Background: an optimization exercise with open tools, aiming at small area. Do not read the settings as production practice.
The RTL was checked by simulation tests, not by an equivalence proof against the original design.
Power and IR drop assume default switching activity.

==> v22 <==
// decomp_unit
module decomp_unit (
  input  wire logic                  clk,
  input  wire logic                  arst_n,
  input  wire logic                  cfg_load,
  input  wire logic [CFG_W-1:0]      cfg,
  input  wire logic                  in_valid,
  input  wire logic                  in_last,
  input  wire logic [COEFF_W-1:0]    coeff,
  output logic                       out_valid,
  output logic                       out_last,
  output logic      [BUNDLE_W-1:0]   out,
  output logic                       cfg_busy,
  output logic                       cfg_reject
);
export LEC_CHECK = 0
export CAP_MARGIN = 20
export CORE_MARGIN = 2
export CORE_UTILIZATION = 62
export GPL_TIMING_DRIVEN = 0
export SETUP_SLACK_MARGIN = 0.05
export SLEW_MARGIN = 20
create_clock -name core_clock -period 4.0 [get_ports {clk}]
standard.sh (not shown) runs the stock make flow with config.mk's settings and CLKGATE_MAP_FILE= SYNTH_SCRIPT=/design/flow/synth_recipe.tcl, a recipe that flattens the netlist after the stock synthesis.
==> flow/flow/run.sh <==
#!/bin/bash
# Own layout flow: the standard synthesis and ORFS flow, with three changes:
#  - ports are buffered with sky130_fd_sc_hd__buf_1 instead of the delay buffer
#    buffer_ports picks by default,
#  - CTS uses clkbuf_8 with larger sink clusters and inserts no dummy clock loads,
#  - constant-0 output ports share tie cells in small groups of neighbouring pins
#    (flow/share_ties.tcl, run before global placement).
# Each tool's output goes to a log of its own in this folder; ORFS keeps its
# per-step logs under orfs/logs.
set -euo pipefail
here=$(pwd)
export PRE_GLOBAL_PLACE_TCL="$here/flow/share_ties.tcl"
export TIE_GROUP=${TIE_GROUP:-6}
export BUFFER_PORTS_ARGS="-buffer_cell sky130_fd_sc_hd__buf_1"
export CTS_ARGS="-sink_clustering_enable -repair_clock_nets -dont_use_dummy_load -buf_list sky130_fd_sc_hd__clkbuf_8 -sink_clustering_size 24 -sink_clustering_max_diameter 40"
bash standard.sh synth > "$here/synth.log" 2>&1
bash standard.sh > "$here/layout.log" 2>&1
Other scripts of this flow, unchanged in this note and not shown: flow/flow/share_ties.tcl
==> v21: changes against v22 <==
--- a/flow/flow/run.sh
+++ b/flow/flow/run.sh
@@ -13,5 +13,5 @@
 export TIE_GROUP=${TIE_GROUP:-6}
 export BUFFER_PORTS_ARGS="-buffer_cell sky130_fd_sc_hd__buf_1"
-export CTS_ARGS="-sink_clustering_enable -repair_clock_nets -dont_use_dummy_load -buf_list sky130_fd_sc_hd__clkbuf_8 -sink_clustering_size 24 -sink_clustering_max_diameter 40"
+export CTS_ARGS="-sink_clustering_enable -repair_clock_nets -dont_use_dummy_load -buf_list sky130_fd_sc_hd__clkbuf_8 -sink_clustering_size 20 -sink_clustering_max_diameter 45"
 bash standard.sh synth > "$here/synth.log" 2>&1
 bash standard.sh > "$here/layout.log" 2>&1
==> qor summary <==
metric                                                               v22                            v21
Result of the run                       no timing/DRC/antenna violations  no timing/DRC/antenna violations
Clock group share of total power                                   25.2%                          24.2%
Diodes inserted                                                        0                              1
Crit path DAT                                                    3070 ps                        3130 ps
Worst hold slack                                                  259 ps                         259 ps
Clock tree cell share of total cell area                           2.97%                          2.65%
Total power draw                                                 6.10 mW                        6.02 mW
Crit path capture                                               out[210]                       out[150]
Clock latency on the worst-skew pair                              580 ps                         570 ps
Post-Route Utilization                                             64.5%                          64.2%
Global routing usage on met1                                       45.9%                          46.6%
Layout clock buffers                                                  27                             24
Leakage dissipation                                              4.89 nW                        4.86 nW
GRT Resource Usage Total                                           32.3%                          32.2%
PnR worst setup slack                                             130 ps                        72.0 ps
Worst hold path startpoint                u_coeff_dly.stage[148]$_DFF_P_  u_coeff_dly.stage[56]$_DFF_P_

==> v37: inputs <==
decomp_unit, a different RTL version from the one above (not shown whole).
export LEC_CHECK = 0
export CAP_MARGIN = 20
export CORE_MARGIN = 2
export CORE_UTILIZATION = 50
export GPL_TIMING_DRIVEN = 0
export SETUP_SLACK_MARGIN = 0.1
export SLEW_MARGIN = 20
create_clock -name core_clock -period 4.0 [get_ports {clk}]
==> flow/flow/run.sh <==
#!/bin/bash
# Own layout flow: the standard synthesis and ORFS flow, with three changes:
#  - ports are buffered with sky130_fd_sc_hd__buf_1 instead of the delay buffer
#    buffer_ports picks by default,
#  - CTS uses clkbuf_8 with larger sink clusters and inserts no dummy clock loads,
#  - constant-0 output ports share tie cells in small groups of neighbouring pins
#    (flow/share_ties.tcl, run before global placement).
# Each tool's output goes to a log of its own in this folder; ORFS keeps its
# per-step logs under orfs/logs.
set -euo pipefail
here=$(pwd)
export PRE_GLOBAL_PLACE_TCL="$here/flow/share_ties.tcl"
export TIE_GROUP=${TIE_GROUP:-6}
export BUFFER_PORTS_ARGS="-buffer_cell sky130_fd_sc_hd__buf_1"
export CTS_ARGS="-sink_clustering_enable -repair_clock_nets -dont_use_dummy_load -buf_list sky130_fd_sc_hd__clkbuf_8 -sink_clustering_size 20 -sink_clustering_max_diameter 45"
bash standard.sh synth > "$here/synth.log" 2>&1
bash standard.sh > "$here/layout.log" 2>&1
==> flow/flow/share_ties.tcl <==
# Let neighbouring constant-0 output ports share one tie cell.
# Each such port is driven by a tie of its own after floorplan (through the
# buffer that synthesis put in front of each port); those buffers are removed
# first, then the ports are sorted along the die edge and each run of
# TIE_GROUP ports keeps only its first tie.
set block [ord::get_db_block]
set tie_bufs {}
foreach inst [$block getInsts] {
  if {[[$inst getMaster] getName] ne "sky130_fd_sc_hd__conb_1"} { continue }
  set lo [$inst findITerm LO]
  if {$lo eq "NULL" || [$lo getNet] eq "NULL"} { continue }
  foreach it [[$lo getNet] getITerms] {
    set b [$it getInst]
    if {$b eq $inst} { continue }
    if {[string match "*__buf_*" [[$b getMaster] getName]]} {
      set out [$b findITerm X]
      if {$out ne "NULL" && [$out getNet] ne "NULL" && [llength [[$out getNet] getBTerms]] > 0} {
        lappend tie_bufs [$b getName]
      }
    }
  }
}
puts "tie buffers: [llength $tie_bufs]"
if {[llength $tie_bufs]} { rsz::remove_buffers_cmd [get_cells $tie_bufs] }
set die [$block getDieArea]
set W [$die dx]
set H [$die dy]
set cands {}
foreach inst [$block getInsts] {
  if {[[$inst getMaster] getName] ne "sky130_fd_sc_hd__conb_1"} { continue }
  set lo [$inst findITerm LO]
  set hi [$inst findITerm HI]
  if {$lo eq "NULL" || [$lo getNet] eq "NULL"} { continue }
  if {$hi ne "NULL" && [$hi getNet] ne "NULL"} { continue }
  set net [$lo getNet]
  set bts [$net getBTerms]
  if {[llength $bts] != 1 || [llength [$net getITerms]] != 1} { continue }
  set bt [lindex $bts 0]
  if {[$bt getIoType] ne "OUTPUT"} { continue }
  set bb [$bt getBBox]
  set x [expr {([$bb xMin] + [$bb xMax]) / 2}]
  set y [expr {([$bb yMin] + [$bb yMax]) / 2}]
  # position along the die edge, counter-clockwise from the lower left corner
  if {$y <= 0 + 2000} {
    set p $x
  } elseif {$x >= $W - 2000} {
    set p [expr {$W + $y}]
  } elseif {$y >= $H - 2000} {
    set p [expr {$W + $H + ($W - $x)}]
  } else {
    set p [expr {2 * $W + $H + ($H - $y)}]
  }
  lappend cands [list $p $inst $net $bt]
}
set cands [lsort -real -index 0 $cands]
set k 0
set keep ""
set shared 0
foreach c $cands {
  lassign $c p inst net bt
  if {$k % $::env(TIE_GROUP) == 0} {
    set keep $net
  } else {
    $bt disconnect
    $bt connect $keep
    odb::dbInst_destroy $inst
    odb::dbNet_destroy $net
    incr shared
  }
  incr k
}
puts "share_ties: [llength $cands] constant ports, $shared ties removed"
==> v31 (differences from v37) <==
--- a/flow/flow/share_ties.tcl
+++ b/flow/flow/share_ties.tcl
@@ -1,27 +1,10 @@
 # Let neighbouring constant-0 output ports share one tie cell.
 # Each such port is driven by a tie of its own after floorplan (through the
-# buffer that synthesis put in front of each port); those buffers are removed
-# first, then the ports are sorted along the die edge and each run of
-# TIE_GROUP ports keeps only its first tie.
+# buffer that synthesis put in front of each port); the buffers are removed
+# first, as global placement would do anyway, then the ports are sorted along
+# the die edge and each run of TIE_GROUP ports keeps only its first tie.
+remove_buffers
 set block [ord::get_db_block]
-set tie_bufs {}
-foreach inst [$block getInsts] {
-  if {[[$inst getMaster] getName] ne "sky130_fd_sc_hd__conb_1"} { continue }
-  set lo [$inst findITerm LO]
-  if {$lo eq "NULL" || [$lo getNet] eq "NULL"} { continue }
-  foreach it [[$lo getNet] getITerms] {
-    set b [$it getInst]
-    if {$b eq $inst} { continue }
-    if {[string match "*__buf_*" [[$b getMaster] getName]]} {
-      set out [$b findITerm X]
-      if {$out ne "NULL" && [$out getNet] ne "NULL" && [llength [[$out getNet] getBTerms]] > 0} {
-        lappend tie_bufs [$b getName]
-      }
-    }
-  }
-}
-puts "tie buffers: [llength $tie_bufs]"
-if {[llength $tie_bufs]} { rsz::remove_buffers_cmd [get_cells $tie_bufs] }
 set die [$block getDieArea]
 set W [$die dx]
 set H [$die dy]
==> notes <==
v37 completed without violations. v31 went through all stages and came out clean. Of v31 and v37, v37 has the higher global-route usage (gap 6.0 points). Between v37 and v31, the lower cell count is in v31 (gap 4.9%, measured against v31). Against v31, the register-to-register slack of v37 is better by 0.13 ns. Against v37, the combinational power of v31 is smaller by about 9%. Of v31 and v37, v37 has the higher wire length (gap about 17%, measured against v37). In clock power, v37 and v31 hardly differ. Total power: v37 is higher than v31 (1.9%). In v31 the utilization is lower than in v37, by 0.98 points.

-- port drivers added, routing unchanged --
No port has a modelled driver above. Below, the same layouts with a new extraction and two added sets of constraints.
Step 1: set_driving_cell puts a clkbuf_16 on clk and a buf_2 on each other input, an assumption about the parent block.
Step 2 also shifts input and output timing later by t, the mid clock arrival at the registers, as if the neighbouring blocks saw the same clock.
Slacks: no drivers / after step 1 / after step 2; pairs: no drivers / after step 1.
| run | t (ns) | setup WS [ns] | hold WS [ns] | worst setup path after step 2 |
|---|---|---|---|---|
| v22 | 0.581 | 0.130 / 0.098 / 0.679 | 0.259 / 0.259 / 0.259 | register to output |
| v21 | 0.561 | 0.072 / 0.040 / 0.601 | 0.259 / 0.259 / 0.259 | register to output |
| v37 | 0.598 | 0.147 / 0.102 / 0.700 | 0.279 / 0.261 / 0.292 | register to output |
| v31 | 0.585 | 0.058 / 0.015 / 0.599 | 0.249 / 0.249 / 0.249 | register to output |
After both steps every run listed still meets setup and hold.
